What follows belongs to an exercise in optimizing a design on an open flow for small area, a short achievable clock period and few clock cycles; a production flow would make more cautious choices.
Function was checked by simulation only, so behaviour that the tests miss may differ from the original.

## matrix_multiply_int
module matrix_multiply_int (
  input  wire logic                clk_i,
  input  wire logic                rst_ni,
  input  wire logic                in_valid_i,
  output logic                     in_ready_o,
  input  wire logic signed [15:0]  in_element_i,
  output logic                     out_valid_o,
  input  wire logic                out_ready_i,
  output logic signed [35:0]       out_product_o,
  output logic [2:0]               out_row_o,
  output logic [2:0]               out_col_o,
  output logic                     out_last_o,
  output logic                     out_not_possible_o,
  input  wire logic                cfg_valid_i,
  output logic                     cfg_ready_o,
  input  wire logic [3:0]          cfg_index_i,
  input  wire logic [3:0]          cfg_data_i
);
  localparam int DOT_LAT = 3;             
  localparam int FIFO_N  = DOT_LAT + 2;   
  localparam int CAP     = FIFO_N + 1;    
  logic [2:0] m1_q, n1_q, p1_q, q1_q;
  logic [2:0] cfg_used;
  logic       cfg_hit;
  assign cfg_ready_o = 1'b1;
  assign cfg_hit     = cfg_valid_i && (cfg_index_i[3:2] == 2'b00);
  ...
Size in the first run: ~11000 cells after synthesis, about 160000 sq um of cells after synthesis.
clock: 7.5 ns
lec_check: 0
abc_clock_period_in_ps: 2500
cap_margin: 20
core_margin: 2
core_utilization: 60
cts_cluster_diameter: 100
cts_cluster_size: 24
place_density: 0.72
setup_slack_margin: 4.4
slew_margin: 20
run.sh (not shown) runs the stock make flow with config.mk's settings and CLKGATE_MAP_FILE= SYNTH_SCRIPT=/design/flow/synth_recipe.tcl, a recipe that flattens the netlist after the stock synthesis.
Testbench counts at the start, summed over its fixed seeds: cycles 8,009.
==> next run, changes <==
--- a/flow/design.v
+++ b/flow/design.v
@@ -7458,25 +7458,24 @@
     .y_o     (dy)
   );
   assign dsum = dx + dy;
   always_ff @(posedge clk_i or negedge rst_ni) begin
     if (!rst_ni)    pv_q <= '0;
     else if (flush) pv_q <= '0;
     else            pv_q <= {pv_q[DOT_LAT-1:0], issue};
   end
   logic        push, push_np, w_v, np_v_q;
   logic [35:0] push_d;
   logic [FIFO_N-1:0][36:0] fifo_q;
-  logic [FIFO_N-1:0] rd_q, wr_q;    
-  logic [FIFO_N-1:0] fth_q;         
-  logic [36:0] head;
+  logic [2:0]  rd_q, wr_q;
+  logic [2:0]  fcnt_q;
   logic        fifo_ne, out_free, load_out, fifo_wr, fifo_rd;
   logic [36:0] src;
   logic        out_v_q;
   logic [2:0]  or_i_q, or_j_q;
   logic        xfer;
   logic [6:0]  owe_q;           
   logic [6:0]  mq_q, owe_p, owe_pm, owe_n, owe_m;
   logic        owe_nz, direct, src_ok;
   assign w_v     = pv_q[DOT_LAT];
   assign push    = w_v || np_v_q;
   assign push_np = np_v_q;
@@ -7485,67 +7484,60 @@
   assign owe_pm   = owe_q + mq_q - 7'd1;
   assign owe_n    = owe_q + 7'd1;
   assign owe_m    = owe_q - 7'd1;
   always_comb begin
     if (flush)                        cth_d = CAP'(out_v_q && !xfer);
     else if ((issue || np_go) && !xfer) cth_d = {cth_q[CAP-2:0], 1'b1};
     else if (!(issue || np_go) && xfer) cth_d = {1'b0, cth_q[CAP-1:1]};
     else                              cth_d = cth_q;
     cok_d = own_d ? !cth_d[CAP-2] : !cth_d[CAP-1];
   end
   assign owe_nz   = (owe_q != 7'd0);
-  assign fifo_ne  = fth_q[0];
+  assign fifo_ne  = (fcnt_q != 3'd0);
   assign out_free = !out_v_q || out_ready_i;
-  always_comb begin
-    head = '0;
-    for (int e = 0; e < FIFO_N; e++) head = head | (fifo_q[e] & {37{rd_q[e]}});
-  end
-  assign src      = fifo_ne ? head : {push_np, push_d};
+  assign src      = fifo_ne ? fifo_q[rd_q] : {push_np, push_d};
   assign src_ok   = (fifo_ne || push) && owe_nz;
   assign load_out = out_free && src_ok;
   assign fifo_rd  = load_out && fifo_ne;
   assign direct   = load_out && !fifo_ne;
   assign fifo_wr  = push && !direct;
   assign xfer     = out_v_q && out_ready_i;
-  for (genvar e = 0; e < FIFO_N; e++) begin : g_fifo
-    always_ff @(posedge clk_i) begin
-      if (fifo_wr && wr_q[e]) fifo_q[e] <= {push_np, push_d};
-    end
+  always_ff @(posedge clk_i) begin
+    if (fifo_wr) fifo_q[wr_q] <= {push_np, push_d};
   end
   always_ff @(posedge clk_i or negedge rst_ni) begin
     if (!rst_ni) begin
-      rd_q   <= FIFO_N'(1);
-      wr_q   <= FIFO_N'(1);
-      fth_q  <= '0;
+      rd_q   <= '0;
+      wr_q   <= '0;
+      fcnt_q <= '0;
       cth_q  <= '0;
       np_v_q <= 1'b0;
       out_v_q <= 1'b0;
       or_i_q <= '0;
       or_j_q <= '0;
       owe_q  <= '0;
       mq_q   <= 7'd1;
       cok_q  <= 1'b1;
     end else begin
       mq_q  <= 7'((4'(m1_q) + 4'd1) * (4'(q1_q) + 4'd1));
       cok_q  <= cok_d;
       cth_q  <= cth_d;
       np_v_q <= np_go && !flush;
       if (flush) begin
-        wr_q   <= FIFO_N'(1);
-        rd_q   <= FIFO_N'(1);
-        fth_q  <= '0;
+        wr_q   <= '0;
+        rd_q   <= '0;
+        fcnt_q <= '0;
       end else begin
-        if (fifo_wr) wr_q <= {wr_q[FIFO_N-2:0], wr_q[FIFO_N-1]};
-        if (fifo_rd) rd_q <= {rd_q[FIFO_N-2:0], rd_q[FIFO_N-1]};
-        if (fifo_wr && !fifo_rd)      fth_q <= {fth_q[FIFO_N-2:0], 1'b1};
-        else if (fifo_rd && !fifo_wr) fth_q <= {1'b0, fth_q[FIFO_N-1:1]};
+        if (fifo_wr) wr_q <= (wr_q == 3'(FIFO_N - 1)) ? 3'd0 : wr_q + 3'd1;
+        if (fifo_rd) rd_q <= (rd_q == 3'(FIFO_N - 1)) ? 3'd0 : rd_q + 3'd1;
+        fcnt_q <= fcnt_q + 3'(fifo_wr) - 3'(fifo_rd);
       end
       if (out_free) out_v_q <= src_ok;
       if (commit)      owe_q <= load_out ? owe_pm : owe_p;
       else if (np_v_q) owe_q <= load_out ? owe_q : owe_n;
       else if (load_out) owe_q <= owe_m;
       if (load_out && !src[36]) begin
         if (or_j_q == q1_q) begin
           or_j_q <= '0;
           or_i_q <= (or_i_q == m1_q) ? 3'd0 : or_i_q + 3'd1;
         end else begin
           or_j_q <= or_j_q + 3'd1;
=> The new run completed without violations. Via count came out higher by 2.3%. Non-clock buffer count is higher by 89. Clock skew increases by 0.0065 ns. Final cell count climbs by 2.8%. Clock-buffer cell count rises by 4. Worst hold slack barely changes. Sequential cell count is unchanged. Core utilization hardly moves. Worst setup slack gets better by 0.097 ns. Wire length rose by 3.1%. Synthesized area rises by 1.6%.
Testbench counts after the change, summed over its fixed seeds: cycles 8,009.

[static timing again, ports no longer ideal]
In the flow no input, the clock included, has a driving cell. The finished layouts below were timed again as built, in two steps.
Step 1 assumes that a clkbuf_16 drives the clock port and a buf_2 every other input.
Step 2 also shifts input and output timing later by t, the mid clock arrival at the registers, as if the neighbouring blocks saw the same clock.
a / b / c = ideal ports / drivers / drivers and shift; a / b = the first two.
| run | t (ns) | setup slack, ns | worst setup path at the end | worst register clock-pin slew, ns | worst slew at a driven data input, ns |
|---|---|---|---|---|---|
| the first run | 0.990 | 4.256 / 4.256 / 3.548 | input to register | 0.11 / 0.11 | 0.04 |
| the second run | 1.000 | 4.354 / 4.334 / 3.491 | input to register | 0.11 / 0.11 | 0.05 |
After both steps every run listed still meets setup and hold. For the second run, which loses most, drivers alone change the setup slack by -0.020 ns; drivers and shift together by -0.863 ns.
